Context: an optimization exercise on an open-source flow, tuned for small area, a short achievable clock period and few clock cycles. The choices shown serve that exercise and are no tape-out recipe. In this exercise RTL edits were held to simulation tests only and were not proved equivalent to the original. Power and IR drop assume default switching activity.

--- config.mk ---
export PLATFORM = sky130hd
export DESIGN_NAME = rename_unit
export DESIGN_NICKNAME = rename_unit
export VERILOG_FILES = /design/flow/design.v
export SDC_FILE = /design/flow/constraint.sdc
export NUM_CORES = 4
export LEC_CHECK = 0
export ABC_AREA = 1
export CAP_MARGIN = 20
export CORE_MARGIN = 2
export CORE_UTILIZATION = 25
export PLACE_DENSITY = 0.35
export SETUP_SLACK_MARGIN = 4.5
export SLEW_MARGIN = 20
export SYNTH_HIERARCHICAL = 1
export SYNTH_MINIMUM_KEEP_SIZE = 0
export TNS_END_PERCENT = 5
--- constraint.sdc ---
create_clock -name core_clock -period 10.0 [get_ports {clk}]
set_input_delay 2.0000 -clock core_clock [delete_from_list [all_inputs] [get_ports {clk}]]
set_output_delay 2.0000 -clock core_clock [all_outputs]
set_load 0.01 [all_outputs]
--- design.v ---
module maptable (
   input  logic        clk,
   input  logic        reset_n,
   input  logic [1:0]      in_valid,
   input  logic [1:0]      in_rd_valid,
   input  logic [1:0][4:0] rd_id,
   input  logic [1:0][4:0] rs1_id,
   input  logic [1:0][4:0] rs2_id,
   input  logic [1:0][5:0] alloc_prf,
   input  logic [1:0]      wr_en,
   input  logic [1:0][4:0] wr_arf,
   input  logic [1:0][5:0] wr_prf,
   output logic [3:0][5:0] src_prf,
   output logic [1:0][5:0] prd_old
);
   logic [6*32-1:0] spec, spec_next;
   logic [6*32-1:0] ident;
   logic            byp;
   always_comb begin
      for (int i = 0; i < 32; i++) ident[6*i +: 6] = 6'(i);
   end
   function automatic logic [5:0] rd_map(input logic [6*32-1:0] tbl, input logic [3:0] p2,
                                         input logic [7:0] p3);
      logic [5:0] r, q;
      r = '0;
      for (int g = 0; g < 8; g++) begin
         q = '0;
         for (int j = 0; j < 4; j++) q = q | (tbl[6*(4*g+j) +: 6] & {6{p2[j]}});
         r = r | (q & {6{p3[g]}});
      end
      rd_map = r;
   endfunction
   logic [5:0][3:0] p2;
   logic [5:0][7:0] p3;
   predecode u_pd0 (.a (rs1_id[0]), .p2 (p2[0]), .p3 (p3[0]));
   predecode u_pd1 (.a (rs2_id[0]), .p2 (p2[1]), .p3 (p3[1]));
   predecode u_pd2 (.a (rs1_id[1]), .p2 (p2[2]), .p3 (p3[2]));
   predecode u_pd3 (.a (rs2_id[1]), .p2 (p2[3]), .p3 (p3[3]));
   predecode u_pd4 (.a (rd_id[0]),  .p2 (p2[4]), .p3 (p3[4]));
   predecode u_pd5 (.a (rd_id[1]),  .p2 (p2[5]), .p3 (p3[5]));
   always_comb begin
      byp        = in_valid[0] && in_rd_valid[0];
      src_prf[0] = rd_map(spec, p2[0], p3[0]);
      src_prf[1] = rd_map(spec, p2[1], p3[1]);
      src_prf[2] = (byp && rs1_id[1] == rd_id[0]) ? alloc_prf[0] : rd_map(spec, p2[2], p3[2]);
      src_prf[3] = (byp && rs2_id[1] == rd_id[0]) ? alloc_prf[0] : rd_map(spec, p2[3], p3[3]);
      prd_old[0] = rd_map(spec, p2[4], p3[4]);
      prd_old[1] = (byp && rd_id[1] == rd_id[0]) ? alloc_prf[0] : rd_map(spec, p2[5], p3[5]);
   end
   always_comb begin
      spec_next = spec;
      for (int i = 0; i < 32; i++) begin
         if (wr_en[0] && wr_arf[0] == 5'(i)) spec_next[6*i +: 6] = wr_prf[0];
         if (wr_en[1] && wr_arf[1] == 5'(i)) spec_next[6*i +: 6] = wr_prf[1];
      end
   end
   always_ff @(posedge clk) begin
      if (!reset_n) spec <= ident;    
      else          spec <= spec_next;
   end
endmodule
module predecode (
   input  logic [4:0] a,
   output logic [3:0] p2,
   output logic [7:0] p3
);
   always_comb begin
      for (int j = 0; j < 4; j++) p2[j] = a[1:0] == 2'(j);
      for (int g = 0; g < 8; g++) p3[g] = a[4:2] == 3'(g);
   end
endmodule
module free_list (
   input  logic        clk,
   input  logic        reset_n,
   input  logic [1:0]      alloc_req,
   input  logic [1:0]      rel_en,
   input  logic [1:0][5:0] rel_prf,
   output logic [1:0][5:0] alloc_prf
);
   logic [63:0] free_map;          
   logic [63:0] avail;             
   logic [63:0] lo_oh, hi_oh;      
   function automatic logic [63:0] first_one(input logic [63:0] v);
      logic [7:0] any, gsel, below;
      logic [63:0] r;
      for (int g = 0; g < 8; g++) any[g] = |v[8*g +: 8];
      below = '0;
      for (int g = 1; g < 8; g++) below[g] = below[g-1] | any[g-1];
      gsel = any & ~below;
      for (int g = 0; g < 8; g++) begin
         logic [7:0] w, wb;
         w  = v[8*g +: 8];
         wb = '0;
         for (int j = 1; j < 8; j++) wb[j] = wb[j-1] | w[j-1];
         r[8*g +: 8] = w & ~wb & {8{gsel[g]}};
      end
      first_one = r;
   endfunction
   function automatic logic [63:0] reverse(input logic [63:0] v);
      for (int i = 0; i < 64; i++) reverse[i] = v[63-i];
   endfunction
   function automatic logic [5:0] encode(input logic [63:0] oh);
      logic [5:0] r;
      r = '0;
      for (int i = 0; i < 64; i++) r = r | (6'(i) & {6{oh[i]}});
      encode = r;
   endfunction
   always_comb begin
      lo_oh = first_one(free_map);
      hi_oh = reverse(first_one(reverse(free_map)));
      avail = free_map & ~(lo_oh & {64{alloc_req[0]}}) & ~(hi_oh & {64{alloc_req[1]}});
      for (int i = 0; i < 2; i++) begin
         if (rel_en[i]) avail[rel_prf[i]] = 1'b1;
      end
   end
   always_ff @(posedge clk) begin
      if (!reset_n) begin
         free_map     <= {1'b0, {30{1'b1}}, 1'b0, {32{1'b0}}};
         alloc_prf[0] <= 6'd32;
         alloc_prf[1] <= 6'd63;
      end else begin
         free_map <= avail;
         if (alloc_req[0]) alloc_prf[0] <= encode(lo_oh);
         if (alloc_req[1]) alloc_prf[1] <= encode(hi_oh);
      end
   end
endmodule
module rename_rob (
   input  logic            clk,
   input  logic            reset_n,
   input  logic [1:0]      in_valid,
   input  logic [1:0]      in_rd_valid,
   input  logic [1:0][4:0] in_rd_id,
   input  logic [1:0][5:0] in_prd,
   input  logic [1:0][5:0] in_prd_old,
   input  logic            complete_valid,
   input  logic [3:0]      complete_idx,
   input  logic            mispredict_valid,
   input  logic [3:0]      mispredict_idx,
   output logic            ready,
   output logic [1:0][3:0] rob_idx,
   output logic [1:0]      ret_valid,
   output logic [1:0]      ret_wb,
   output logic [1:0][4:0] ret_arf,
   output logic [1:0][5:0] ret_prf,
   output logic [1:0][5:0] ret_prf_old,
   output logic            rec,
   output logic [1:0]      undo_en,
   output logic [1:0][4:0] undo_arf,
   output logic [1:0][5:0] undo_prf,
   output logic [1:0][5:0] undo_prf_old
);
   logic [15:0]      ent_rd_valid;
   logic [15:0][4:0] ent_rd_id;
   logic [15:0][5:0] ent_prd;
   logic [15:0][5:0] ent_prd_old;
   logic [15:0]      ent_done;
   logic [3:0] hn;            
   logic [3:0] wp;            
   logic [3:0] tail;          
   logic [4:0] count;         
   logic [1:0] accept;
   logic [1:0] acc_cnt, ret_cnt;
   logic [3:0] lim, hn_nx;
   logic [4:0] cnt_nx;
   logic [3:0] hn1, tail_acc;
   logic       sq_any, r0, r1, done0, done1, last, rec_nx;
   logic [1:0] wr_ev, wr_od;        
   logic       dv_ev, dv_od;
   logic [4:0] rd_ev, rd_od;
   logic [5:0] prd_ev, prd_od, old_ev, old_od;
   logic [15:0] we;
   logic       a0;                  
   logic [2:0] ev_i, od_i;
   logic       e_dv, o_dv;
   logic [4:0] e_rd, o_rd;
   logic [5:0] e_prd, o_prd, e_old, o_old;
   logic [1:0]      p_dv;
   logic [1:0][4:0] p_rd;
   logic [1:0][5:0] p_prd, p_old;
   always_comb begin
      ready = !rec && ((count <= 5'd14) || (count == 5'd15 && !(in_valid[0] && in_valid[1])));
      accept     = in_valid & {2{ready && !mispredict_valid}};
      rob_idx[0] = tail;
      rob_idx[1] = tail + {3'b0, in_valid[0]};
      acc_cnt    = {1'b0, accept[0]} + {1'b0, accept[1]};
      tail_acc   = tail + {2'b0, acc_cnt};
   end
   always_comb begin
      a0   = rec ? wp[0] : hn[0];
      ev_i = rec ? wp[3:1] : hn[3:1] + {2'b0, hn[0]};
      od_i = rec ? wp[3:1] - {2'b0, !wp[0]} : hn[3:1];
      e_dv  = ent_rd_valid[{ev_i, 1'b0}];
      e_rd  = ent_rd_id[{ev_i, 1'b0}];
      e_prd = ent_prd[{ev_i, 1'b0}];
      e_old = ent_prd_old[{ev_i, 1'b0}];
      o_dv  = ent_rd_valid[{od_i, 1'b1}];
      o_rd  = ent_rd_id[{od_i, 1'b1}];
      o_prd = ent_prd[{od_i, 1'b1}];
      o_old = ent_prd_old[{od_i, 1'b1}];
      p_dv[0]  = a0 ? o_dv  : e_dv;
      p_rd[0]  = a0 ? o_rd  : e_rd;
      p_prd[0] = a0 ? o_prd : e_prd;
      p_old[0] = a0 ? o_old : e_old;
      p_dv[1]  = a0 ? e_dv  : o_dv;
      p_rd[1]  = a0 ? e_rd  : o_rd;
      p_prd[1] = a0 ? e_prd : o_prd;
      p_old[1] = a0 ? e_old : o_old;
      last         = (wp == tail) || (wp - 4'd1 == tail);
      undo_en[0]   = rec && p_dv[0];
      undo_en[1]   = rec && (wp != tail) && p_dv[1];
      undo_arf     = p_rd;
      undo_prf     = p_prd;
      undo_prf_old = p_old;
   end
   always_comb begin
      hn1   = hn + 4'd1;
      done0 = ent_done[hn]  || (complete_valid && complete_idx == hn);
      done1 = ent_done[hn1] || (complete_valid && complete_idx == hn1);
      sq_any = mispredict_idx != tail - 4'd1;
      rec_nx = mispredict_valid ? sq_any : (rec && !last);
      r0      = (count >= 5'd1) && done0 && !mispredict_valid && !rec;
      r1      = r0 && (count >= 5'd2) && done1;
      ret_cnt = {1'b0, r0} + {1'b0, r1};
      lim     = mispredict_idx + (4'd1 - hn);
      case ({acc_cnt, ret_cnt})
         4'b00_00, 4'b01_01, 4'b10_10: cnt_nx = count;
         4'b01_00, 4'b10_01:           cnt_nx = count + 5'd1;
         4'b10_00:                     cnt_nx = count + 5'd2;
         4'b00_01, 4'b01_10:           cnt_nx = count - 5'd1;
         default:                      cnt_nx = count - 5'd2;
      endcase
      case (ret_cnt)
         2'd0:    hn_nx = hn;
         2'd1:    hn_nx = hn1;
         default: hn_nx = hn + 4'd2;
      endcase
   end
   always_comb begin
      wr_ev  = tail[0] ? 2'b10 : (in_valid[0] ? 2'b01 : 2'b10);
      wr_od  = tail[0] ? (in_valid[0] ? 2'b01 : 2'b10) : 2'b10;
      dv_ev  = wr_ev[0] ? in_rd_valid[0] : in_rd_valid[1];
      rd_ev  = wr_ev[0] ? in_rd_id[0]    : in_rd_id[1];
      prd_ev = wr_ev[0] ? in_prd[0]      : in_prd[1];
      old_ev = wr_ev[0] ? in_prd_old[0]  : in_prd_old[1];
      dv_od  = wr_od[0] ? in_rd_valid[0] : in_rd_valid[1];
      rd_od  = wr_od[0] ? in_rd_id[0]    : in_rd_id[1];
      prd_od = wr_od[0] ? in_prd[0]      : in_prd[1];
      old_od = wr_od[0] ? in_prd_old[0]  : in_prd_old[1];
      for (int i = 0; i < 16; i++)
         we[i] = !rec && ((count <= 5'd15 && tail == 4'(i)) || (count <= 5'd14 && tail + 4'd1 == 4'(i)));
   end
   always_ff @(posedge clk) begin
      for (int i = 0; i < 16; i++) begin
         if (we[i]) begin
            ent_rd_valid[i] <= (i % 2 == 0) ? dv_ev  : dv_od;
            ent_rd_id[i]    <= (i % 2 == 0) ? rd_ev  : rd_od;
            ent_prd[i]      <= (i % 2 == 0) ? prd_ev : prd_od;
            ent_prd_old[i]  <= (i % 2 == 0) ? old_ev : old_od;
            ent_done[i]     <= 1'b0;
         end
      end
      if (complete_valid) ent_done[complete_idx] <= 1'b1;
   end
   always_ff @(posedge clk) begin
      ret_wb      <= p_dv;
      ret_arf     <= p_rd;
      ret_prf     <= p_prd;
      ret_prf_old <= p_old;
   end
   always_ff @(posedge clk) begin
      if (!reset_n) begin
         hn        <= '0;
         wp        <= '0;
         tail      <= '0;
         count     <= '0;
         rec       <= 1'b0;
         ret_valid <= '0;
      end else begin
         hn        <= hn_nx;
         ret_valid <= {r1, r0};
         rec       <= rec_nx;
         if (mispredict_valid) begin
            tail  <= mispredict_idx + 4'd1;
            count <= {lim == 4'd0, lim};
            wp    <= tail - 4'd1;
         end else begin
            tail  <= tail_acc;
            count <= cnt_nx;
            wp    <= wp - 4'd2;
         end
      end
   end
endmodule
module rename_unit (
   input  logic       clk,
   input  logic       reset_n,
   input  logic       in0_valid,
   input  logic       in0_rd_valid,
   input  logic [4:0] in0_rd,
   input  logic [4:0] in0_rs1,
   input  logic [4:0] in0_rs2,
   input  logic       in1_valid,
   input  logic       in1_rd_valid,
   input  logic [4:0] in1_rd,
   input  logic [4:0] in1_rs1,
   input  logic [4:0] in1_rs2,
   output logic       rename_ready,
   output logic [5:0] out0_prf_rs1,
   output logic [5:0] out0_prf_rs2,
   output logic [5:0] out0_prd,
   output logic [5:0] out0_prd_old,
   output logic [3:0] out0_rob_idx,
   output logic [5:0] out1_prf_rs1,
   output logic [5:0] out1_prf_rs2,
   output logic [5:0] out1_prd,
   output logic [5:0] out1_prd_old,
   output logic [3:0] out1_rob_idx,
   input  logic       complete_valid,
   input  logic [3:0] complete_idx,
   input  logic       mispredict_valid,
   input  logic [3:0] mispredict_idx,
   output logic       ret0_valid,
   output logic       ret0_wb,
   output logic [4:0] ret0_arf,
   output logic [5:0] ret0_prf,
   output logic [5:0] ret0_prf_old,
   output logic       ret1_valid,
   output logic       ret1_wb,
   output logic [4:0] ret1_arf,
   output logic [5:0] ret1_prf,
   output logic [5:0] ret1_prf_old
);
   logic [1:0]      alloc_req, in_valid, in_rd_valid;
   logic [1:0][4:0] in_rd, in_rs1, in_rs2;
   logic [1:0][5:0] alloc_prf, prd_old;
   logic [3:0][5:0] src_prf;
   logic [1:0][3:0] rob_idx;
   logic [1:0]      ret_valid, ret_wb;
   logic [1:0][4:0] ret_arf;
   logic [1:0][5:0] ret_prf, ret_prf_old;
   logic            rec;
   logic [1:0]      undo_en;
   logic [1:0][4:0] undo_arf;
   logic [1:0][5:0] undo_prf, undo_prf_old;
   assign in_valid    = {in1_valid, in0_valid};
   assign in_rd_valid = {in1_rd_valid, in0_rd_valid};
   assign in_rd       = {in1_rd, in0_rd};
   assign in_rs1      = {in1_rs1, in0_rs1};
   assign in_rs2      = {in1_rs2, in0_rs2};
   assign alloc_req = in_valid & in_rd_valid & {2{rename_ready && !mispredict_valid}};
   assign {out0_prf_rs1, out0_prf_rs2, out0_prd, out0_prd_old, out0_rob_idx} =
          {src_prf[0], src_prf[1], alloc_prf[0], prd_old[0], rob_idx[0]};
   assign {out1_prf_rs1, out1_prf_rs2, out1_prd, out1_prd_old, out1_rob_idx} =
          {src_prf[2], src_prf[3], alloc_prf[1], prd_old[1], rob_idx[1]};
   assign {ret0_valid, ret0_wb, ret0_arf, ret0_prf, ret0_prf_old} =
          {ret_valid[0], ret_wb[0], ret_arf[0], ret_prf[0], ret_prf_old[0]};
   assign {ret1_valid, ret1_wb, ret1_arf, ret1_prf, ret1_prf_old} =
          {ret_valid[1], ret_wb[1], ret_arf[1], ret_prf[1], ret_prf_old[1]};
   maptable u_maptable (
      .clk, .reset_n,
      .in_valid, .in_rd_valid,
      .rd_id (in_rd), .rs1_id (in_rs1), .rs2_id (in_rs2), .alloc_prf,
      .wr_en  (rec ? undo_en : alloc_req),
      .wr_arf (rec ? undo_arf : in_rd),
      .wr_prf (rec ? undo_prf_old : alloc_prf),
      .src_prf, .prd_old
   );
   free_list u_free_list (
      .clk, .reset_n, .alloc_req,
      .rel_en  (rec ? undo_en : (ret_valid & ret_wb)),
      .rel_prf (rec ? undo_prf : ret_prf_old),
      .alloc_prf
   );
   rename_rob u_rename_rob (
      .clk, .reset_n, .in_valid,
      .in_rd_valid, .in_rd_id (in_rd), .in_prd (alloc_prf), .in_prd_old (prd_old),
      .complete_valid, .complete_idx, .mispredict_valid, .mispredict_idx,
      .ready (rename_ready), .rob_idx,
      .ret_valid, .ret_wb, .ret_arf, .ret_prf, .ret_prf_old,
      .rec, .undo_en, .undo_arf, .undo_prf, .undo_prf_old
   );
endmodule
--- flow/run.sh ---
#!/bin/bash
# The standard layout, except that the port buffers are plain buf_2
# cells instead of the delay cells buffer_ports picks by default.
set -euo pipefail
export BUFFER_PORTS_ARGS="-buffer_cell sky130_fd_sc_hd__buf_2"
bash standard.sh > standard_flow.log 2>&1
--- standard.sh ---
#!/bin/bash
# synth_recipe.tcl (not shown) runs the flow's synth.tcl, then flattens the netlist and writes it again
# the make line also repeats each setting of config.mk as NAME=value (left out here)
make -C /OpenROAD-flow-scripts/flow DESIGN_CONFIG=/design/flow/config.mk WORK_HOME=/design/flow/orfs CLKGATE_MAP_FILE= SYNTH_SCRIPT=/design/flow/synth_recipe.tcl "${@:-finish}"
==> results of run 1 <==
==> Yosys stat by module (local to each module, per instance) <==
module | flops+latches | cell area [µm²]
rename_unit | 0 | 528.0
maptable | 192 | 18120
free_list | 76 | 7048
predecode | 0 | 82.58
rename_rob | 360 | 15970
==> registers in the layout (all words and copies together) (netlist names), 4 cells and up <==
name	cells
u_free_list.alloc_prf	12
u_rename_rob.ret_prf	12
u_rename_rob.ret_prf_old	12
u_rename_rob.ret_arf	10
u_free_list.free_map	64
u_rename_rob.ent_done	16
u_rename_rob.ent_rd_id	80
u_rename_rob.tail	4
u_maptable.spec	192
u_rename_rob.ent_prd_old	96
u_rename_rob.hn	4
u_rename_rob.ent_prd	96
u_rename_rob.wp	4
u_rename_rob.ent_rd_valid	16
u_rename_rob.count	5
==> worst register-to-register path, delay by kind of cell (launching register included) <==
| kind | cells | cell delay, ns |
|---|---|---|
| flops | 1 | 0.30 |
| buf+inv | 5 | 1.20 |
| simple gates | 7 | 1.86 |
| fa+ha+maj | 2 | 0.59 |
| compound gates | 7 | 1.33 |
==> cells in the final DEF (no fill, tap or decap), drive strengths merged, types with 118 or more instances in the layout <==
cell type / Yosys / layout
nand2: 2166 / 2166
o21ai: 856 / 856
a21oi: 165 / 165
buf: 114 / 322
nand4: 118 / 118
inv: 531 / 525
clkbuf: 205 / 127
nand3: 295 / 295
edfxtp: 288 / 288
dfxtp: 340 / 340
nor2: 674 / 677
==> cell usage after synthesis (all sizes together) <==
master / number
nor4: 10
o21bai: 2
fa: 2
o31ai: 3
o211ai: 52
clkbuf: 205
or2: 9
a41oi: 1
o21a: 21
a32oi: 9
o2111ai: 49
o41ai: 4
ha: 49
a211oi: 2
buf: 114
dfxtp: 340
a22oi: 19
nand3: 295
nor3b: 1
xnor2: 16
inv: 531
and2: 2
a31oi: 76
edfxtp: 288
a311oi: 1
a21oi: 165
nand2: 2166
o22ai: 114
nand4: 118
clkinv: 12
o311ai: 5
o21ai: 856
nor4b: 1
nor3: 26
nand3b: 2
o211a: 1
o221ai: 85
xor2: 28
and3: 2
a221oi: 3
and3b: 1
nor2: 674
a22o: 1
==> report_power, final <==
part	internal, µW	switching [µW]
logic	651	1930
clock network	1800	1260
registers	2920	181
==> what timing repair did <==
action,in CTS,in global routing
endpoints found under the setup margin,215,208
setup buffers,47,8
pin swaps,137,33
cloned,29,5
resized for setup,497,70
==> final timing paths <==
path,slack [ns],start,depth (start not counted),endpoint
setup / recovery,4.31,in0_rs1[2],9,out0_prf_rs1[5]
hold / removal,0.51,u_rename_rob.ent_done[14],2,u_rename_rob.ent_done[14]
setup reg to reg,4.65,u_rename_rob.hn[0],21,u_maptable.spec[17]
hold reg to reg,0.51,u_rename_rob.ent_done[14],2,u_rename_rob.ent_done[14]
==> cell families (layout without fill, tap and decap cells) <==
logic type | after synthesis | in the layout
other cells | 0 | 4
xor+xnor | 44 | 44
buf+inv | 862 | 1027
simple gates | 3307 | 3310
compound gates | 1469 | 1469
fa+ha+maj | 51 | 51
flops | 628 | 628
==> final cells by class <==
type / count / area share
sequential: 628 / 0.3040
timing repair inverter: 2 / 0.0002953
antenna: 4 / 0.0001969
clock inverter: 29 / 0.007358
inverter: 543 / 0.04235
timing repair buffer: 333 / 0.06851
multi-input combinational: 4874 / 0.4773
tap: 2204 / 0.05424
clock buffer: 120 / 0.04575
==> metal layers <==
metal	wire length [µm]	GRT usage
met4	13830	0.1306
met5	0	0
met1	110500	0.3791
met2	114100	0.4527
met3	17560	0.04719
==> per-stage QoR <==
stage                     setup slack [ns]    util
after floorplan                      4.894       -
after global placement               2.963  0.2701
after detailed placement             2.951  0.2701
after CTS                            4.395  0.3014
after global routing                 4.307  0.3036
final                                4.313  0.3037
==> impl_metrics.tcl, run 1 <==
set metrics [dict create \
    status "no timing/DRC/antenna violations" \
    crit_buf_inv 3 \
    syn_area_per_cell_um2 6.629 \
    hp-class "reg -> reg" \
    die-area_um2 172000 \
    fin_crit_sh 0.5687 \
    hpwl_um 181000 \
    routed_wl_um 255900 \
    fillCellCount 18470 \
    crit_fanout 6 \
    clock_latency_ns 0.72 \
    drive_gt1_frac 0.1274 \
    rows 150 \
    p_total_uw 8743 \
    netlist_area_um2 42170 \
    seqCellArea_um2 15460 \
    final_cells 8737 \
    synth_area_leader_cell "edfxtp_1" \
    clock_sinks 628 \
    timing.fmax_ghz 0.1759 \
    tightest_slew_ns 1.130 \
    crit_required_ns 8.00 \
    finalInstanceArea_um2 50840 \
    worstSetupPathType "in -> out" \
    synth_xor_xnor_area_share 0.009674 \
    core_area_um2 167400 \
    cts_max_level 3 \
    dr.pass1.iters 6 \
    vias 47270 \
    crit_path_end_kind "output port" \
    synth.lib_cells_used.distinct 64 \
    seq_area_frac_synth 0.3665 \
    rsz0062_at_grt "yes" \
    synth_cells 6361 \
    fin_nets 6559 \
    synth_mux_area_frac 0 \
    drt_iter0_markers 5334 \
    cpLargestDelayFamily "simple AND/OR/NAND/NOR gates" \
    setup_viol 0 \
    cp_slowest_cell "nor2_1" \
    final_max_slew_viol_count 0 \
    grt_max_degree 74 \
    track_usage 0.2856 \
    min_period_ns 5.687 \
    tns_ns 0 \
    crit_chain "buf_2 > inv_1 > nand2_1 > nor2_1 > o21ai_1 > nand2_1 > nor2_1 > nand2_1 > buf_2" \
    power.leakage_uw 0.02129 \
    worstPathArrival_ns 3.69 \
    fin_worst_skew_ns 0.03912 \
    post_drt_wl_per_cell_um 29.29 \
    peakVddDrop_uv 120.8 \
    slowest_delay_ns 0.63 \
    grt_pass1_vias 44150 \
    multi_input_area_um2 24270 \
    clockBufferDepth 3 \
    drt-vias-per-instance 5.410 \
    cp_common_cell "nand2_1" \
    grt_pass1_wl_um 352300 \
    initial_core_util 0.2519 \
    gp_congestion 0.9522 \
    synth_top_family_by_area "simple AND/OR/NAND/NOR gates" \
    root_buffer "clkbuf_16" \
    dp.cells 8494 \
    ios 141 \
    placed_cell_area_um2 45210 \
    yosys-top-cells-area "edfxtp_1, nand2_1, dfxtp_1" \
    portBuffers 140 \
    synth-simple-area-share 0.3255 \
    yosysWarnings 10 \
    drc 0 \
    crit_path_start_kind "primary input" \
    hold_slack_ns 0.5053 \
    cts_tree "done" \
    synth_fa_ha_area_frac 0.01549 \
    dieHeight_um 414.7 \
    cts_buffers 80 \
    finalHoldViolCount 0 \
    grt.overflow.total 0 \
    area.growth.synth_to_final_pct 20.58 \
    clkTransAtPathRegs_ns 0.06 \
    slew_headroom 0.2418 \
    drv_cap 0 \
    hold_buffers 0 \
    yosys.area.top_type_share 0.2051 \
    ant_nets 0 \
    die-width_um 414.7 \
    synth_compound_area_frac 0.2012 \
    syn_nets 6458 \
    synth-seq-cells 628 \
    antenna_found_initial 4 \
    cellPowerDensity_nw_per_um2 172.0 \
]
Testbench counts, summed over its fixed seeds: cycles 50,282.
==> run 2, diff against run 1 <==
--- a/config.mk
+++ b/config.mk
@@ -9,6 +9,8 @@
 export CAP_MARGIN = 20
 export CORE_MARGIN = 2
 export CORE_UTILIZATION = 25
+export CTS_CLUSTER_DIAMETER = 100
+export CTS_CLUSTER_SIZE = 20
 export PLACE_DENSITY = 0.35
 export SETUP_SLACK_MARGIN = 4.5
 export SLEW_MARGIN = 20
==> run 2 against run 1 <==
Count of clock-buffer cells in the layout down 59. Die area unchanged. Total power down 12%. Flip-flop and latch count unchanged. Clock power down 33%. Sequential share of layout area up 0.91 points. Still clean on timing, DRC and antenna. Wire length down 1.2%. Non-clock buffer count down 10.
==> impl_metrics.tcl, run 2 <==
set metrics [dict create \
    status "no timing/DRC/antenna violations" \
    largest_reg_flops 192 \
    yosysWarnings 10 \
    yosys.area.top_type_share 0.2051 \
    cts_max_level 2 \
    grt_max_degree 74 \
    largestRegisters "u_maptable.spec x192, u_rename_rob.ent_prd x96, u_rename_rob.ent_prd_old x96" \
    synth_mux_area_frac 0 \
    setup_viol 0 \
    crit_path_end_kind "output port" \
    tightest_slew_ns 1.129 \
    gp_congestion 0.9522 \
    dieHeight_um 414.7 \
    clockBufferDepth 3 \
    synth_compound_area_frac 0.2012 \
    rsz0062_at_grt "yes" \
    synth-seq-cells 628 \
    dr.pass1.iters 7 \
    synth_area_leader_cell "edfxtp_1" \
    worstPathArrival_ns 3.70 \
    cts_tree "done" \
    final_common_cell "nand2_1" \
    ys_async_sr_fraction 0 \
    drive_gt1_frac 0.1168 \
    rows 150 \
    synth.most_common_cell "nand2_1" \
    synth_top_cells_by_count "nand2_1, o21ai_0, nor2_1" \
    drc 0 \
    antenna_found_initial 8 \
    r2r_start "u_rename_rob.rec" \
    fin_worst_skew_ns 0.06434 \
    synth_top_family_by_area "simple AND/OR/NAND/NOR gates" \
    hold_buffers 0 \
    finalHoldViolCount 0 \
    hp-class "reg -> reg" \
    slew_headroom 0.2423 \
    peakVddDrop_uv 137.7 \
    grt_pass1_vias 43900 \
    power.leakage_uw 0.02059 \
    synth_ff_type "dfxtp_1" \
    crit_fanout 7 \
    clkTransAtPathRegs_ns 0.08 \
    final_max_slew_viol_count 0 \
    timing.fmax_ghz 0.1754 \
    root_buffer "clkbuf_16" \
    top_register "u_maptable.spec" \
    die-width_um 414.7 \
    routed_wl_um 252900 \
    syn_nets 6458 \
    min_path_cells 2 \
    grt_pass1_wl_um 350700 \
    die-area_um2 172000 \
    final_util 0.2949 \
    syn_area_per_cell_um2 6.629 \
    crit_required_ns 8.00 \
    netlist_area_um2 42170 \
    portBuffers 140 \
    cts_buffers 43 \
    synth_xor_xnor_area_share 0.009674 \
    post_drt_wl_per_cell_um 29.23 \
    r2r_end "u_maptable.spec[14]" \
    reg2reg_slack_ns 4.74 \
    fin_nets 6512 \
    fillCellCount 18570 \
    seq_area_frac_synth 0.3665 \
    ant_nets 0 \
    hold_path.startpoint "u_rename_rob.ent_done[11]" \
    tns_ns 0 \
    hpwl_um 181000 \
    grt.overflow.total 0 \
    drv_cap 0 \
    initial_core_util 0.2519 \
    worstSetupPathType "in -> out" \
    track_usage 0.2829 \
    drt_iter0_markers 5256 \
    clock_latency_ns 0.70 \
    fin_crit_sh 0.5702 \
    n_antenna_cell 0 \
    core_area_um2 167400 \
    area.growth.synth_to_final_pct 17.08 \
    layout_common_cells "nand2_1, o21ai_0, nor2_1" \
    synth-simple-area-share 0.3255 \
    crit_path_start_kind "primary input" \
    cellPowerDensity_nw_per_um2 155.8 \
    yosys-top-cells-area "edfxtp_1, nand2_1, dfxtp_1" \
    synth_fa_ha_area_frac 0.01549 \
    synth_edf_count 288 \
    reg2reg_depth 19 \
    clock_sinks 628 \
    synth_cells 6361 \
    min_period_ns 5.702 \
    vias 46950 \
    ios 141 \
    drt-vias-per-instance 5.427 \
    hold_end "u_rename_rob.ent_done[11]" \
    synth.lib_cells_used.distinct 64 \
]
-- run 2: Yosys stat by module, one instance, submodules excluded --
module,cells inside,flops+latches
predecode,22,0
maptable,3465,192
rename_unit,130,0
rename_rob,1474,360
free_list,1160,76
-- run 2: timing repair --
| item | 4_1_cts | 5_1_grt |
|---|---|---|
| pin swaps | 140 | 1 |
| cloned | 29 | 0 |
| resized for setup | 506 | 23 |
| setup buffers | 47 | 3 |
| endpoints found under the hold margin | 0 | 0 |
| endpoints found under the setup margin | 224 | 165 |
-- run 2: worst max-delay path by stage --
stage                     depth (start not counted)  slack [ns]       start         endpoint
after global routing                             13        4.22  in1_rs2[0]  out1_prf_rs2[0]
after global placement                           11        2.96   in0_rd[0]  out0_prd_old[1]
after CTS                                        15        4.40  in1_rs1[1]  out1_prf_rs1[1]
final                                            10        4.30  in1_rs2[4]  out1_prf_rs2[1]
after detailed placement                         10        2.95  in0_rs2[0]  out0_prf_rs2[4]
after floorplan                                  12        4.89   in1_rd[1]  out1_prd_old[1]
-- run 2: critical path: stages --
cell     delay (ns)
buf_2          0.22
inv_2          0.12
nor2_1         0.48
o21ai_0        0.25
nand2_1        0.17
nor2_1         0.08
nand2_2        0.11
nand2_1        0.06
nand2_1        0.06
buf_2          0.13
-- run 2: cells by family after synthesis --
kind of cell | count (synthesis)
compound gates | 1469
xor+xnor | 44
simple gates | 3307
flops | 628
buf+inv | 862
fa+ha+maj | 51
-- run 2: final cells by class --
| type | instances | area (µm²) | share of cell area |
|---|---|---|---|
| multi-input combinational | 4874 | 24230 | 0.4908 |
| timing repair inverter | 2 | 15.01 | 0.0003041 |
| clock buffer | 61 | 1175 | 0.02380 |
| timing repair buffer | 323 | 3297 | 0.06678 |
| sequential | 628 | 15460 | 0.3131 |
| clock inverter | 17 | 284.0 | 0.005753 |
| inverter | 543 | 2148 | 0.04352 |
| tap | 2204 | 2758 | 0.05586 |
-- run 2: through the flow --
stage	hold slack (ns)	total power (µW)	area, µm²	setup slack [ns]	instances
CTS	0.5068	7680	49250	4.395	8648
global route	0.5398	7987	49370	4.225	8652
global placement	0.4824	5505	45210	2.963	8494
finish	0.5123	7692	49370	4.298	8652
detailed placement	0.4921	5487	45210	2.951	8494
floorplan	0.4579	4338	42170	4.894	6361
-- run 2: per-layer routing --
| metal | wire [µm] | track usage | vias to the layer above |
|---|---|---|---|
| met5 | 34 | 0 | - |
| met4 | 14180 | 0.1373 | 4 |
| met3 | 15670 | 0.04064 | 505 |
| met2 | 112900 | 0.4480 | 2032 |
| met1 | 110100 | 0.3768 | 22930 |
| li1 | - | - | 21490 |
-- run 2: power by group --
group	switching (µW)	internal [µW]
Clock	1120	919
Combinational	1930	637
Sequential	180	2910
==> run 3, diff against run 2 <==
--- a/config.mk
+++ b/config.mk
@@ -12,7 +12,7 @@
 export CTS_CLUSTER_DIAMETER = 100
 export CTS_CLUSTER_SIZE = 20
 export PLACE_DENSITY = 0.35
-export SETUP_SLACK_MARGIN = 4.5
+export SETUP_SLACK_MARGIN = 4.9
 export SLEW_MARGIN = 20
 export SYNTH_HIERARCHICAL = 1
 export SYNTH_MINIMUM_KEEP_SIZE = 0
==> run 3 against run 2 <==
Flip-flop and latch count did not move. Clock power is 3% lower. Largest power group unchanged. Highest routed layer unchanged. Clock skew up 0.0059 ns. Final area up 2.8%. Wire length rose by 0.49%.
==> impl_metrics.tcl, run 3 <==
set metrics [dict create \
    status "no timing/DRC/antenna violations" \
    gp_congestion 0.9463 \
    root_buffer "clkbuf_16" \
    track_usage 0.2843 \
    post-place-ws_ns 2.607 \
    synth_top_cells_by_count "nand2_1, o21ai_0, nor2_1" \
    placed_cell_area_um2 45190 \
    tns_ns 0 \
    die-area_um2 172000 \
    grt_busiest_layer "met2" \
    grt_max_degree 73 \
    cellPowerDensity_nw_per_um2 153.2 \
    syn_area_per_cell_um2 6.629 \
    crit_path_end_kind "output port" \
    initial_core_util 0.2519 \
    globalRouteMet3Util 0.04726 \
    drive_gt1_frac 0.1384 \
    fillCellCount 18410 \
    drc 0 \
    crit_required_ns 8.00 \
    tightest_slew_ns 1.119 \
    setup_viol 0 \
    grt_util_met2 0.4411 \
    final_util 0.3030 \
    crit_path_start_kind "primary input" \
    antenna_found_initial 10 \
    clock_latency_ns 0.69 \
    netlist_area_um2 42170 \
    ant_nets 0 \
    synth_edf_count 288 \
    finalHoldViolCount 0 \
    vias 47350 \
    dp.cells 8492 \
    seq_area_frac_synth 0.3665 \
    core_area_um2 167400 \
    top_register "u_maptable.spec" \
    fin_crit_sh 0.5741 \
    fin_ws_ns 4.259 \
    grt.overflow.total 0 \
    use_met1 0.3780 \
    cts_max_level 2 \
    yosys-top-cells-area "edfxtp_1, nand2_1, dfxtp_1" \
    drv_cap 0 \
    ios 141 \
    post_drt_wl_per_cell_um 29.21 \
    yosys.area.top_type_share 0.2051 \
    routed_wl_um 254100 \
    clockBufferDepth 3 \
    final_common_cell "nand2_1" \
    crit_fanout 6 \
    peakVddDrop_uv 123.5 \
    slew_headroom 0.2490 \
    drt-vias-per-instance 5.442 \
    synth_cells 6361 \
    dieHeight_um 414.7 \
    hp-class "reg -> reg" \
    portBuffers 140 \
    hpwl_um 179500 \
    timing.fmax_ghz 0.1742 \
    grt_pass1_vias 44170 \
    dr.pass1.iters 6 \
    drt_iter0_markers 5447 \
    final_max_slew_viol_count 0 \
    power.leakage_uw 0.02113 \
    finalInstanceArea_um2 50730 \
    clock_sinks 628 \
    largest_reg_flops 192 \
    cts_tree "done" \
    rsz0062_at_grt "yes" \
    fin_worst_skew_ns 0.07026 \
    synth-seq-cells 628 \
    ys_async_sr_fraction 0 \
    fin_nets 6561 \
    synth_ff_type "dfxtp_1" \
    final_cells 8701 \
    clkTransAtPathRegs_ns 0.09 \
    die-width_um 414.7 \
    rows 150 \
    synth.most_common_cell "nand2_1" \
    worstPathArrival_ns 3.74 \
    largestRegisters "u_maptable.spec x192, u_rename_rob.ent_prd x96, u_rename_rob.ent_prd_old x96" \
    grt_pass1_wl_um 352600 \
    min_period_ns 5.741 \
    synth_area_leader_cell "edfxtp_1" \
    synth.lib_cells_used.distinct 64 \
    worstSetupPathType "in -> out" \
    syn_nets 6458 \
    hold_buffers 0 \
    layout_common_cells "nand2_1, o21ai_0, nor2_1" \
    area.growth.synth_to_final_pct 20.31 \
    yosysWarnings 10 \
    cts_buffers 42 \
]
==> run 3: cell counts after synthesis <==
Identical to the previous run, type by type.
==> run 3: worst paths after layout <==
path / cells past startpoint / slack, ns / startpoint / endpoint
setup / recovery: 11 / 4.26 / in1_rs2[3] / out1_prf_rs2[5]
hold / removal: 2 / 0.50 / u_free_list.free_map[38] / u_free_list.free_map[38]
setup reg to reg: 22 / 4.63 / u_rename_rob.hn[0] / u_maptable.spec[129]
hold reg to reg: 2 / 0.50 / u_free_list.free_map[38] / u_free_list.free_map[38]
==> run 3: report_power, final <==
part	leakage (µW)	internal (µW)	switching [µW]
clock network	0.000673	883	1090
registers	0.00538	2910	171
logic	0.0151	717	1990
==> run 3: layout make-up <==
cell class,instances,area (µm²),share of cell area
diodes,1,2.502,0.00004933
flip-flops and latches,628,15460,0.3048
repair inverters,4,40.04,0.0007893
clock inverters,19,267.8,0.005278
well taps,2204,2758,0.05436
clock buffers,57,1127,0.02222
repair buffers,371,4265,0.08408
inverters,543,2176,0.04289
multi-input cells,4874,24630,0.4856
==> run 3: cell families (layout without fill, tap and decap cells) <==
family                     after synthesis  in the layout  share of synthesized area
and+or+nand+nor                       3307           3310                     0.3255
AOI/OAI and AO/OA                     1469           1469                     0.2012
buffers and inverters                  862            994                    0.08157
DFF                                    628            628                     0.3665
adders and majority gates               51             51                    0.01549
xor gates and xnor gates                44             44                   0.009674
other                                    0              1                          0
==> run 3: routing by layer <==
metal  up-vias  share of wire
met5         -       0.000043
met4         2          0.063
met3       503          0.071
met2      2114           0.44
met1     23130           0.43
li1      21610              -
==> run 3: critical path, stage by stage <==
cell and delay [ns]:
buf_2 0.15, inv_1 0.08, nand2_1 0.08, nor2_2 0.51
o21ai_0 0.18, nand2_1 0.23, nor2_4 0.09, nand2_1 0.14
nand2_1 0.06, nand2_1 0.06, buf_2 0.13
==> run 3: timing repair <==
action                     4_1_cts  5_1_grt
resized for setup              710       71
pin swaps                      195       21
setup endpoints to repair      364      292
cloned                          45        2
setup buffers                   72       13
==> run 3: modules after synthesis (local to each module, per instance) <==
module / copies in the design / flops+latches / area [µm²]
maptable: 1 / 192 / 18120
rename_rob: 1 / 360 / 15970
predecode: 6 / 0 / 82.58
rename_unit: 1 / 0 / 528.0
free_list: 1 / 76 / 7048
==> run 3: stage by stage <==
stage                     total power [µW]  hold slack (ns)
final                                 7771           0.4957
after global routing                  8076           0.5202
after CTS                             7697           0.5001
after detailed placement              5483           0.4874
after global placement                5496           0.4852
after floorplan                       4338           0.4579
==> run 4, diff against run 3 <==
==> config.mk (replaced) <==
export PLATFORM = sky130hd
export DESIGN_NAME = rename_unit
export DESIGN_NICKNAME = rename_unit
export VERILOG_FILES = /design/flow/design.v
export SDC_FILE = /design/flow/constraint.sdc
export NUM_CORES = 4
export LEC_CHECK = 0
export CAP_MARGIN = 20
export CORE_MARGIN = 2
export CORE_UTILIZATION = 25
export CTS_CLUSTER_DIAMETER = 100
export CTS_CLUSTER_SIZE = 20
export PLACE_DENSITY = 0.35
export SETUP_SLACK_MARGIN = 4.5
export SLEW_MARGIN = 20
export SYNTH_HIERARCHICAL = 1
export SYNTH_MINIMUM_KEEP_SIZE = 0
export TNS_END_PERCENT = 0
==> run 4 against run 3 <==
Via count shrank 18%. Critical endpoint is now out0_prd_old[4]. Final cell count shrank 26%. Still clean. Non-clock buffer count shrank 93. Core utilization shrank 1.4 points. Flip-flop and latch count is the same.
==> impl_metrics.tcl, run 4 <==
set metrics [dict create \
    status "no timing/DRC/antenna violations" \
    gp_congestion 0.9685 \
    ant_nets 0 \
    die-area_um2 163600 \
    fin_crit_sh 0.5987 \
    routed_wl_um 222200 \
    cts_max_level 2 \
    root_buffer "clkbuf_16" \
    synth_area_leader_cell "edfxtp_1" \
    cellPowerDensity_nw_per_um2 153.9 \
    hp-class "reg -> reg" \
    die-width_um 404.5 \
    min_period_ns 5.987 \
    tns_ns 0 \
    drive_gt1_frac 0.1847 \
    crit_path_end_kind "output port" \
    synth_ff_type "dfxtp_1" \
    ys_async_sr_fraction 0 \
    cp-startpoint "in0_rd[1]" \
    hpwl_um 150600 \
    cts_tree "done" \
    yosysWarnings 10 \
    r2r_start "u_rename_rob.hn[1]" \
    synth-seq-cells 628 \
    seq_area_frac_synth 0.3855 \
    grt_max_degree 141 \
    dieHeight_um 404.5 \
    grt.overflow.total 0 \
    drt_iter0_markers 5092 \
    clock_latency_ns 0.68 \
    layout_common_cells "nand2_1, a22oi_1, dfxtp_1" \
    crit_path_start_kind "primary input" \
    crit_fanout 28 \
    hold_path.startpoint "u_rename_rob.ent_done[0]" \
    worstPathArrival_ns 3.99 \
    clkTransAtPathRegs_ns 0.09 \
    final_max_slew_viol_count 0 \
    clock_sinks 628 \
    cts_buffers 43 \
    slew_headroom 0.05158 \
    clockBufferDepth 3 \
    fillCellCount 16680 \
    syn_area_per_cell_um2 9.255 \
    vias 38900 \
    track_usage 0.2625 \
    largestRegisters "u_maptable.spec x192, u_rename_rob.ent_prd x96, u_rename_rob.ent_prd_old x96" \
    drc 0 \
    dr.pass1.iters 7 \
    final_common_cell "nand2_1" \
    synth.most_common_cell "a22oi_1" \
    finalHoldViolCount 0 \
    peakVddDrop_uv 127.4 \
    hold_slack_ns 0.4850 \
    grt_pass1_vias 36990 \
    worstSetupPathType "in -> out" \
    syn_nets 4429 \
    power.leakage_uw 0.01749 \
    synth.lib_cells_used.distinct 105 \
    yosys.area.top_type_share 0.2157 \
    grt_pass1_wl_um 306600 \
    fin_nets 4405 \
    crit_required_ns 8.00 \
    antenna_found_initial 11 \
    portBuffers 140 \
    yosys-top-cells-area "edfxtp_1, dfxtp_1, a22oi_1" \
    synth_edf_count 288 \
    synth_top_cells_by_count "a22oi_1, nand2_1, dfxtp_1" \
    rsz0062_at_grt "yes" \
    drv_cap 0 \
    initial_core_util 0.2526 \
    rows 146 \
    timing.fmax_ghz 0.1670 \
    drt-vias-per-instance 6.061 \
    setup_viol 0 \
    fin_worst_skew_ns 0.04292 \
    largest_reg_flops 192 \
    ios 141 \
    top_register "u_maptable.spec" \
    tightest_slew_ns 1.408 \
    synth_cells 4332 \
    post_drt_wl_per_cell_um 34.61 \
    area.growth.synth_to_final_pct 14.61 \
    hold_buffers 0 \
    core_area_um2 158700 \
    netlist_area_um2 40090 \
]
## run 4: per-module statistics from Yosys (local to each module, per instance)
module	area, µm²	flip-flops and latches
maptable	17100	192
rename_unit	488.0	0
predecode	87.58	0
free_list	6073	76
rename_rob	15910	360
## run 4: area by class of cell
cell class                 count  area [µm²]  area share
timing repair buffer         278        2412     0.05250
clock buffer                  62        1147     0.02497
clock inverter                17       269.0    0.005855
sequential                   628       15460      0.3365
multi-input combinational   3272       23740      0.5166
tap                         2072        2592     0.05642
inverter                      85       319.1    0.006944
antenna                        4       10.01   0.0002178
## run 4: worst paths after layout
kind | endpoint | slack [ns] | cells after the start
worst min-delay path | u_rename_rob.ent_done[0] | 0.48 | 2
worst min register to register | u_rename_rob.ent_done[0] | 0.48 | 2
worst max-delay path | out0_prd_old[4] | 4.01 | 9
worst max register to register | u_free_list.free_map[63] | 4.44 | 14
## run 4: power breakdown
| group | switching [µW] | leakage [µW] | internal, µW | total, µW |
|---|---|---|---|---|
| clock | 1090 | 0.000671 | 874 | 1970 |
| sequential | 155 | 0.00535 | 2880 | 3040 |
| combinational | 1450 | 0.0115 | 616 | 2070 |
| total | 2700 | 0.0175 | 4370 | 7070 |
## run 4: worst max-delay path: stages
cell,delay (ns)
buf_6,0.26
nor2_4,0.18
buf_6,0.24
a22oi_1,0.20
nand2_1,0.11
a22oi_1,0.41
nand4_1,0.14
buf_4,0.19
buf_2,0.17
## run 4: timing repair
item                       CTS  global route
setup buffers               27             1
setup endpoints to repair  294           265
cloned                      24             0
pin swaps                   64             1
resized for setup          177             9
## run 4: per-stage QoR
step                instances  total power [µW]  area (µm²)  setup slack [ns]    util
floorplan                4332              4115       40090             4.697       -
global placement         6283              5066       42960             3.141  0.2706
detailed placement       6283              5049       42980             3.190  0.2708
CTS                      6413              7138       45880             4.167  0.2890
global route             6414              7340       45940             4.029  0.2894
finish                   6418              7072       45950             4.013  0.2894
## run 4: cell families (layout without fill, tap and decap cells)
family | after synthesis | after routing | synth area share
AO/OA/AOI/OAI | 1365 | 1365 | 0.2564
XOR/XNOR | 62 | 62 | 0.01354
adder cells (fa/ha/maj) | 51 | 51 | 0.01629
buffers and inverters | 441 | 442 | 0.04622
flip-flops | 628 | 628 | 0.3855
multiplexers | 318 | 318 | 0.1082
other | 0 | 4 | 0
AND/OR/NAND/NOR | 1467 | 1476 | 0.1738
## run 4: layer usage
| layer | up-vias | global-route usage | routed length [µm] |
|---|---|---|---|
| met1 | 19890 | 0.3647 | 98400 |
| met2 | 1926 | 0.4007 | 96640 |
| li1 | 16710 | - | - |
| met4 | 6 | 0.08850 | 8666 |
| met3 | 369 | 0.05740 | 18410 |
| met5 | - | 0 | 35 |
==> run 5, diff against run 4 <==
--- a/config.mk
+++ b/config.mk
@@ -5,6 +5,7 @@
 export SDC_FILE = /design/flow/constraint.sdc
 export NUM_CORES = 4
 export LEC_CHECK = 0
+export ABC_AREA = 1
 export CAP_MARGIN = 20
 export CORE_MARGIN = 2
 export CORE_UTILIZATION = 25
==> run 5 against run 4 <==
Still clean. Count of clock-buffer cells in the layout shrank 1. Sequential share of layout area shrank 2.0 points. Clock skew grew 0.024 ns. Critical path depth grew 3. Fmax grew 4.9%. Non-clock buffer count grew 27. First-iteration DRC count grew 6.8%. Setup slack gained 0.28 ns. Worst hold slack gained 0.024 ns. Clock power grew 4%. Final cell count grew 35%. Core utilization grew 0.19 points. Critical path type unchanged. Largest power group unchanged. Highest routed layer is now met4.
==> impl_metrics.tcl, run 5 <==
set metrics [dict create \
    ant_nets 0 \
    hpwl_um 181000 \
    synth_top_cells_by_count "nand2_1, o21ai_0, nor2_1" \
    largest_reg_flops 192 \
    cellPowerDensity_nw_per_um2 156.7 \
    ys_async_sr_fraction 0 \
    synth_cells 6361 \
    worstPathArrival_ns 3.71 \
    seqCellArea_um2 15460 \
    synth_edf_count 288 \
    fin_worst_skew_ns 0.06656 \
    seq_area_frac_synth 0.3665 \
    status "no timing/DRC/antenna violations" \
    crit_fanout 12 \
    top_layer "met4" \
    cts_tree "done" \
    drc 0 \
    fin_crit_sh 0.5706 \
    multi_input_area_um2 24110 \
    die-area_um2 172000 \
    root_buffer "clkbuf_16" \
    fin_nets 6494 \
    cpLargestDelayFamily "buffers and inverters" \
    tns_ns 0 \
    track_usage 0.2806 \
    finalInstanceArea_um2 48780 \
    crit_buf_inv 6 \
    yosys-top-cells-area "edfxtp_1, nand2_1, dfxtp_1" \
    dr.pass1.iters 6 \
    grt_pass1_wl_um 348200 \
    largestRegisters "u_maptable.spec x192, u_rename_rob.ent_prd x96, u_rename_rob.ent_prd_old x96" \
    grt_pass1_vias 43650 \
    synth-seq-cells 628 \
    intPower_uw 4440 \
    clock_latency_ns 0.70 \
    reg2reg_depth 19 \
    grt.overflow.total 0 \
    post_drt_wl_per_cell_um 29.07 \
    dieHeight_um 414.7 \
    min_path_cells 2 \
    p_clk_frac 0.267 \
    synth.lib_cells_used.distinct 64 \
    top_register "u_maptable.spec" \
    netlist_area_um2 42170 \
    path_depth 12 \
    drt_iter0_markers 5438 \
    grt_max_degree 74 \
    crit_required_ns 8.00 \
    crit_path_end_kind "output port" \
    antenna_found_initial 8 \
    timing.fmax_ghz 0.1753 \
    ios 141 \
    crit_path_start_kind "primary input" \
    yosysWarnings 10 \
    peakVddDrop_uv 138.7 \
    switching_share 0.4192 \
    vias 46630 \
    pwr-share-comb 0.329 \
    drive_gt1_frac 0.1100 \
    area.growth.synth_to_final_pct 15.68 \
    portBuffers 140 \
    hp-class "reg -> reg" \
    final_max_slew_viol_count 0 \
    final_common_cell "nand2_1" \
    setup_viol 0 \
    cp_slowest_cell "o21ai_2" \
    core_area_um2 167400 \
    m1WireLength_um 109400 \
    layout_common_cells "nand2_1, o21ai_0, nor2_1" \
    clockBufferDepth 3 \
    drt-vias-per-instance 5.400 \
    drv_cap 0 \
    power.leakage_uw 0.02034 \
    clock_sinks 628 \
    hold_buffers 0 \
    rsz0062_at_grt "yes" \
    synth_ff_type "dfxtp_1" \
    dr_wl_met2_um 112900 \
    placed_cell_area_um2 45210 \
    gp_congestion 0.9522 \
    finalHoldViolCount 0 \
    yosys.area.top_type_share 0.2051 \
    cts_buffers 43 \
    slew_headroom 0.2172 \
    slowest_delay_ns 0.26 \
    synth_area_leader_cell "edfxtp_1" \
    syn_area_per_cell_um2 6.629 \
    clkTransAtPathRegs_ns 0.08 \
    syn_nets 6458 \
    hold_slack_ns 0.5093 \
    route.met3.wl_um 15110 \
    die-width_um 414.7 \
    crit_chain "buf_6 > inv_1 > nor2_1 > inv_2 > buf_4 > buf_16 > o21ai_0 > o21ai_2 > nand2_1 > nor2_2 > nand2_2 > buf_2" \
    worstSetupPathType "in -> out" \
    min_period_ns 5.706 \
    tightest_slew_ns 1.162 \
    cts_max_level 2 \
    rows 150 \
    seqPwrFrac 0.404 \
    p_sw_uw 3205 \
    fillCellCount 18630 \
    routed_wl_um 251000 \
    initial_core_util 0.2519 \
    synth.most_common_cell "nand2_1" \
]
[run 5: changes by cell type in the layout (fill, tap and decap cells not counted), moves of 126 or more]
cell     before   now
a22oi_1     665    19
inv_1        80   483
mux2i_1     126     0
nand2_1     702  2086
nor2_1      166   530
o21ai_0     132   672
o21ai_1       6   155
[run 5: cells by family (layout without fill, tap and decap cells)]
family | after synthesis | in the layout | share of synthesized area
compound gates | 1469 | 1469 | 0.2012
simple gates | 3307 | 3310 | 0.3255
other cells | 0 | 1 | 0
flops | 628 | 628 | 0.3665
xor+xnor | 44 | 44 | 0.009674
fa+ha+maj | 51 | 51 | 0.01549
buf+inv | 862 | 928 | 0.08157
[run 5: area by class of cell]
class,instances,share of cell area
Multi-Input combinational cell,4874,0.4943
Antenna cell,1,0.00005130
Timing Repair Buffer,305,0.05818
Clock buffer,61,0.02409
Timing Repair inverter,2,0.0003078
Clock inverter,17,0.005823
Sequential cell,628,0.3169
Tap cell,2204,0.05654
Inverter,543,0.04381
[run 5: routing by layer]
layer,global-route usage,vias up
met5,0,-
li1,-,21430
met2,0.4489,1950
met3,0.03643,465
met1,0.3745,22780
met4,0.1306,0
[run 5: worst register-to-register path: cells and delay by family, from the launching register on]
| kind | cells | cell delay [ns] |
|---|---|---|
| AND/OR/NAND/NOR | 9 | 1.78 |
| buffers and inverters | 4 | 1.80 |
| flip-flops | 1 | 0.32 |
| AO/OA/AOI/OAI | 5 | 1.07 |
| adder cells (fa/ha/maj) | 1 | 0.41 |
[run 5: timing repair]
action	4_1_cts	5_1_grt
endpoints found under the setup margin	224	165
gates resized for setup	424	10
gates cloned	22	0
pin swaps	109	0
setup buffers	38	1
[run 5: power by group through the flow]
stage / clock network [µW] / logic, µW / registers [µW]
detailed placement: 0 / 2330 / 3150
floorplan: 0 / 1260 / 3070
finish: 2040 / 2520 / 3090
global route: 2170 / 2670 / 3100
global placement: 0 / 2350 / 3160
CTS: 2090 / 2460 / 3090
[run 5: Yosys stat by module, one instance, submodules excluded]
module / copies in the design / flip-flops and latches
maptable: 1 / 192
rename_rob: 1 / 360
free_list: 1 / 76
rename_unit: 1 / 0
predecode: 6 / 0
[run 5: worst paths after layout]
check	start	end	slack, ns
max	in0_rd[1]	out0_prd_old[5]	4.29
min	u_rename_rob.ent_done[5]	u_rename_rob.ent_done[5]	0.51
max reg2reg	u_rename_rob.hn[0]	u_maptable.spec[143]	4.51
min reg2reg	u_rename_rob.ent_done[5]	u_rename_rob.ent_done[5]	0.51
[run 5: stage by stage]
stage	setup slack, ns	std cells	util	total power (µW)
after floorplan	4.894	6361	-	4338
after global routing	4.228	8634	0.2913	7939
final	4.294	8635	0.2914	7646
after global placement	2.963	8494	0.2701	5505
after detailed placement	2.951	8494	0.2701	5487
after CTS	4.395	8632	0.2910	7650
==> run 6, diff against run 5 <==
--- a/config.mk
+++ b/config.mk
@@ -5,14 +5,13 @@
 export SDC_FILE = /design/flow/constraint.sdc
 export NUM_CORES = 4
 export LEC_CHECK = 0
-export ABC_AREA = 1
 export CAP_MARGIN = 20
 export CORE_MARGIN = 2
 export CORE_UTILIZATION = 25
 export CTS_CLUSTER_DIAMETER = 100
 export CTS_CLUSTER_SIZE = 20
 export PLACE_DENSITY = 0.35
-export SETUP_SLACK_MARGIN = 4.5
+export SETUP_SLACK_MARGIN = 4.8
 export SLEW_MARGIN = 20
 export SYNTH_HIERARCHICAL = 1
 export SYNTH_MINIMUM_KEEP_SIZE = 0
==> run 6 against run 5 <==
Count of clock-buffer cells in the layout is the same. Final area shrank 6.3%. Combinational power shrank 17%. Core utilization shrank 0.36 points. Setup slack lost 0.50 ns. First-iteration DRC count shrank 13%. Synthesized cell count shrank 32%. Non-clock buffer count shrank 28. Via count shrank 17%.
==> impl_metrics.tcl, run 6 <==
set metrics [dict create \
    drive_gt1_frac 0.1759 \
    cts_buffers 45 \
    synth-simple-area-share 0.1738 \
    clock_latency_ns 0.70 \
    fillCellCount 16690 \
    seqCellArea_um2 15460 \
    drv_cap 0 \
    rows 146 \
    drt_iter0_markers 4717 \
    clkTransAtPathRegs_ns 0.08 \
    gp_congestion 0.9631 \
    ys_async_sr_fraction 0 \
    dieHeight_um 404.5 \
    die-area_um2 163600 \
    fin_nets 4399 \
    power.leakage_uw 0.01745 \
    synth_compound_area_frac 0.2564 \
    peakVddDrop_uv 127.6 \
    syn_area_per_cell_um2 9.255 \
    ant_nets 0 \
    track_usage 0.2594 \
    synth_fa_ha_area_frac 0.01629 \
    vias 38740 \
    hold_slack_ns 0.4889 \
    min_period_ns 6.202 \
    yosysWarnings 10 \
    slew_headroom 0.2008 \
    yosys.area.top_type_share 0.2157 \
    yosys-top-cells-area "edfxtp_1, dfxtp_1, a22oi_1" \
    final_cells 6413 \
    hpwl_um 150200 \
    rsz0062_at_grt "yes" \
    hold_buffers 0 \
    timing.fmax_ghz 0.1612 \
    cts_tree "done" \
    clockBufferDepth 3 \
    seq_area_frac_synth 0.3855 \
    worstSetupPathType "in -> out" \
    final_common_cell "nand2_1" \
    synth_xor_xnor_area_share 0.01354 \
    synth_top_family_by_area "compound AO/OA/AOI/OAI gates" \
    synth_mux_area_frac 0.1082 \
    largest_reg_flops 192 \
    die-width_um 404.5 \
    clock_sinks 628 \
    final_max_slew_viol_count 0 \
    finalHoldViolCount 0 \
    r2r_start "u_rename_rob.wp[1]" \
    layout_common_cells "nand2_1, a22oi_1, dfxtp_1" \
    synth.most_common_cell "a22oi_1" \
    drt-vias-per-instance 6.041 \
    synth_cells 4332 \
    dp.cells 6290 \
    grt_max_degree 86 \
    p_total_uw 7148 \
    dr.pass1.iters 8 \
    crit_path_end_kind "output port" \
    synth_area_leader_cell "edfxtp_1" \
    largestRegisters "u_maptable.spec x192, u_rename_rob.ent_prd x96, u_rename_rob.ent_prd_old x96" \
    drc 0 \
    grt.overflow.total 0 \
    area.growth.synth_to_final_pct 13.94 \
    initial_core_util 0.2526 \
    synth_top_cells_by_count "a22oi_1, nand2_1, dfxtp_1" \
    cts_max_level 2 \
    tightest_slew_ns 1.199 \
    worstPathArrival_ns 4.20 \
    cellPowerDensity_nw_per_um2 156.5 \
    tns_ns 0 \
    synth.lib_cells_used.distinct 105 \
    multi_input_area_um2 23480 \
    root_buffer "clkbuf_16" \
    synth-seq-cells 628 \
    grt_pass1_wl_um 304300 \
    cp-startpoint "in1_rs1[0]" \
    portBuffers 140 \
    synth_edf_count 288 \
    fin_crit_sh 0.6202 \
    netlist_area_um2 40090 \
    grt_pass1_vias 36490 \
    ios 141 \
    crit_required_ns 8.00 \
    hold_path.startpoint "u_rename_rob.ent_done[0]" \
    setup_viol 0 \
    post_drt_wl_per_cell_um 34.23 \
    fin_worst_skew_ns 0.04132 \
    routed_wl_um 219500 \
    crit_path_start_kind "primary input" \
    synth_ff_type "dfxtp_1" \
    antenna_found_initial 20 \
    syn_nets 4429 \
    hp-class "reg -> reg" \
    crit_fanout 7 \
    top_register "u_maptable.spec" \
    status "no timing/DRC/antenna violations" \
    core_area_um2 158700 \
]
run 6: cell types whose count changed after synthesis, moves of 90 or more:
cell     before  now
o22ai_1     114   24
mux2_2        0   99
o21ai_0     789  137
nor2_1      626  183
o211a_1       1  116
a21oi_1     163   62
inv_1       499   80
mux2i_1       0  128
nand2_1    2133  714
a22oi_1      19  728
run 6: worst paths after layout:
kind / slack, ns / endpoint / cells after the start
worst min register to register: 0.49 / u_rename_rob.ent_done[0] / 2
worst max register to register: 4.28 / u_free_list.free_map[63] / 16
worst min-delay path: 0.49 / u_rename_rob.ent_done[0] / 2
worst max-delay path: 3.80 / out1_prf_rs1[5] / 10
run 6: report_power, final:
part	switching (µW)	internal, µW
Combinational	1470	613
Sequential	135	2880
Clock	1140	909
run 6: metrics by stage:
stage	setup slack [ns]	util	cell area (µm²)
floorplan	4.773	-	40150
global placement	3.335	0.2708	43000
detailed placement	3.322	0.2708	43000
CTS	3.936	0.2872	45590
global route	3.831	0.2877	45670
finish	3.798	0.2878	45680
run 6: kinds of logic after synthesis:
logic type / after synthesis
adders and majority gates: 51
AOI/OAI and AO/OA: 1365
and+or+nand+nor: 1467
buffers and inverters: 441
DFF: 628
muxes: 318
xor gates and xnor gates: 62
run 6: per-layer routing:
metal,GRT usage,up-vias,part of all wire
met3,0.04421,403,0.067
met5,0,-,0.00061
met2,0.3998,1715,0.44
met1,0.3558,19920,0.44
li1,-,16690,-
met4,0.1117,22,0.051
run 6: critical path: stages:
cell and delay [ns]:
buf_12 0.13, and2_4 0.22, buf_12 0.17, buf_4 0.13, a22oi_1 0.13, nand2_1 0.25
a22oi_2 0.27, nand4_1 0.33, mux2_4 0.41, buf_6 0.13
run 6: cell type report:
class / count / share of cell area
tap: 2072 / 0.05675
clock inverter: 21 / 0.006492
clock buffer: 61 / 0.02665
sequential: 628 / 0.3384
inverter: 85 / 0.006985
timing repair buffer: 277 / 0.05054
multi-input combinational: 3265 / 0.5139
antenna: 4 / 0.0002191
run 6: timing repair:
action	CTS	global route
gates resized for setup	119	18
cloned	16	0
endpoints found under the setup margin	289	292
buffers inserted	19	2
pin swaps	52	10
run 6: per-module statistics from Yosys, one instance, submodules excluded:
module,copies in the design,cells inside,cell area [µm²],flops+latches
rename_unit,1,50,488.0,0
predecode,6,12,87.58,0
free_list,1,827,6073,76
maptable,1,2389,17100,192
rename_rob,1,994,15910,360
==> run 7, diff against run 6 <==
--- a/config.mk
+++ b/config.mk
@@ -7,11 +7,11 @@
 export LEC_CHECK = 0
 export CAP_MARGIN = 20
 export CORE_MARGIN = 2
-export CORE_UTILIZATION = 25
+export CORE_UTILIZATION = 35
 export CTS_CLUSTER_DIAMETER = 100
 export CTS_CLUSTER_SIZE = 20
-export PLACE_DENSITY = 0.35
-export SETUP_SLACK_MARGIN = 4.8
+export PLACE_DENSITY = 0.45
+export SETUP_SLACK_MARGIN = 4.5
 export SLEW_MARGIN = 20
 export SYNTH_HIERARCHICAL = 1
 export SYNTH_MINIMUM_KEEP_SIZE = 0
==> run 7 against run 6 <==
Total power down 3.9%. Final cell count is 8.9% lower. Largest power group unchanged. Core utilization is 10 points higher. Area after synthesis unchanged. Global-route usage grew 6.6 points. Count of clock-buffer cells in the layout shrank 2. Still clean on timing, DRC and antenna.
==> impl_metrics.tcl, run 7 <==
set metrics [dict create \
    crit_required_ns 8.00 \
    synth_cells 4332 \
    slowest_delay_ns 0.97 \
    grt_util_met2 0.4896 \
    syn_nets 4429 \
    final_cells 5842 \
    vias 38930 \
    top_register "u_maptable.spec" \
    final_common_cell "nand2_1" \
    hold_path.startpoint "u_rename_rob.ent_done[0]" \
    min_period_ns 6.037 \
    netlist_area_um2 40090 \
    drt-vias-per-instance 6.664 \
    grt_busiest_layer "met2" \
    status "no timing/DRC/antenna violations" \
    globalRouteMet3Util 0.06597 \
    tightest_slew_ns 1.188 \
    pwr-share-comb 0.295 \
    r2r_start "u_rename_rob.hn[1]" \
    p_total_uw 6868 \
    seqPwrFrac 0.438 \
    cpLargestDelayFamily "simple AND/OR/NAND/NOR gates" \
    clock_latency_ns 0.68 \
    cp_slowest_cell "nor3b_2" \
    rows 124 \
    initial_core_util 0.3516 \
    cp_common_cell "buf_2" \
    dr.pass1.iters 8 \
    area.growth.synth_to_final_pct 11.53 \
    cts_buffers 41 \
    gp_congestion 1.007 \
    intPower_uw 4298 \
    grt_pass1_wl_um 277100 \
    seq_area_frac_synth 0.3855 \
    die-area_um2 117300 \
    hold_end "u_rename_rob.ent_done[0]" \
    ant_nets 0 \
    track_usage 0.3250 \
    worstPathArrival_ns 4.04 \
    crit_chain "buf_2 > nor3b_2 > a22oi_1 > nand4_1 > buf_2" \
    cellPowerDensity_nw_per_um2 153.6 \
    clock_sinks 628 \
    fin_nets 4391 \
    worstSetupPathType "in -> out" \
    hpwl_um 135700 \
    syn_area_per_cell_um2 9.255 \
    root_buffer "clkbuf_16" \
    drt_iter0_markers 5284 \
    reg2reg_slack_ns 4.42 \
    portBuffers 140 \
    ys_async_sr_fraction 0 \
    cts_tree "done" \
    final_max_slew_viol_count 0 \
    hp-class "reg -> reg" \
    drv_cap 0 \
    power.leakage_uw 0.01728 \
    die-width_um 342.5 \
    synth_area_leader_cell "edfxtp_1" \
    r2r_end "u_free_list.free_map[63]" \
    dieHeight_um 342.5 \
    clkTransAtPathRegs_ns 0.09 \
    setup_viol 0 \
    dp.cells 5733 \
    yosys-top-cells-area "edfxtp_1, dfxtp_1, a22oi_1" \
    use_met1 0.4383 \
    min_path_cells 2 \
    antenna_found_initial 9 \
    reg2reg_depth 14 \
    synth_edf_count 288 \
    largest_reg_flops 192 \
    fin_worst_skew_ns 0.04306 \
]
## run 7: cell counts after synthesis
Identical to the previous run, type by type.
## run 7: what timing repair did
action                     CTS  global route
gates cloned                 8             2
gates resized for setup    156            16
setup endpoints to repair  251           285
setup buffers               17             3
pin swaps                   64             7
## run 7: worst max-delay path by stage
stage / depth (start not counted) / start / endpoint / slack [ns]
2_1_floorplan: 8 / in1_rd[1] / out1_prd_old[3] / 4.70
6_report: 5 / in0_rs1[2] / out0_prf_rs1[0] / 3.96
3_5_place_dp: 8 / in1_rd[0] / out1_prd_old[3] / 3.61
5_1_grt: 10 / in1_rs1[1] / out1_prf_rs1[1] / 4.01
4_1_cts: 9 / in1_rd[0] / out1_prd_old[3] / 4.14
3_3_place_gp: 8 / in1_rd[1] / out1_prd_old[1] / 3.49
## run 7: kinds of logic after synthesis
kind of cell | after synthesis | share of synthesized area
fa+ha+maj | 51 | 0.01629
buf+inv | 441 | 0.04622
xor+xnor | 62 | 0.01354
compound gates | 1365 | 0.2564
simple gates | 1467 | 0.1738
mux | 318 | 0.1082
flops | 628 | 0.3855
## run 7: worst reg2reg max path, delay by kind of cell, from the launching register on
| kind | cells | cell delay, ns |
|---|---|---|
| AOI/OAI and AO/OA | 3 | 1.13 |
| and+or+nand+nor | 3 | 1.03 |
| DFF | 1 | 0.65 |
| buffers and inverters | 2 | 0.72 |
| muxes | 5 | 1.51 |
| adders and majority gates | 1 | 0.51 |
## run 7: per-layer routing
layer  part of all wire  vias to the layer above  wire length [µm]
met5           0.000066                        -                13
li1                   -                    16670                 -
met1               0.41                    19490             81520
met4              0.063                        2             12420
met3              0.092                      511             18120
met2               0.43                     2262             85800
## run 7: per-stage QoR
step | worst slack, ns | util | area (µm²) | hold slack [ns]
floorplan | 4.697 | - | 40090 | 0.4300
global placement | 3.487 | 0.3703 | 42230 | 0.4541
detailed placement | 3.605 | 0.3706 | 42260 | 0.4635
CTS | 4.145 | 0.3910 | 44590 | 0.4703
global route | 4.014 | 0.3920 | 44700 | 0.4984
finish | 3.963 | 0.3921 | 44710 | 0.4696
## run 7: final cells by class
class	count	area, µm²
antenna	5	12.51
clock buffer	59	1115
clock inverter	15	180.2
fill	11430	69320
inverter	85	319.1
multi-input combinational	3265	23610
sequential	628	15460
tap	1512	1892
timing repair buffer	273	2127
## run 7: per-module statistics from Yosys, one instance, submodules excluded
module | cell area (µm²) | flip-flops and latches
free_list | 6073 | 76
maptable | 17100 | 192
predecode | 87.58 | 0
rename_rob | 15910 | 360
rename_unit | 488.0 | 0
## run 7: power by group through the flow
stage / combinational (µW) / clock, µW / sequential, µW
floorplan: 1090 / 0 / 3030
global placement: 1920 / 0 / 3060
detailed placement: 1920 / 0 / 3060
CTS: 1980 / 1880 / 3000
global route: 2110 / 1950 / 3020
finish: 2030 / 1830 / 3000

Setup slack of run 7, layout unchanged: 3.963 ns with ideal ports, 3.917 ns with driving cells assumed (clock clkbuf_16, inputs buf_2), 3.917 ns with port delays also shifted by the 0.742 ns mid clock arrival.
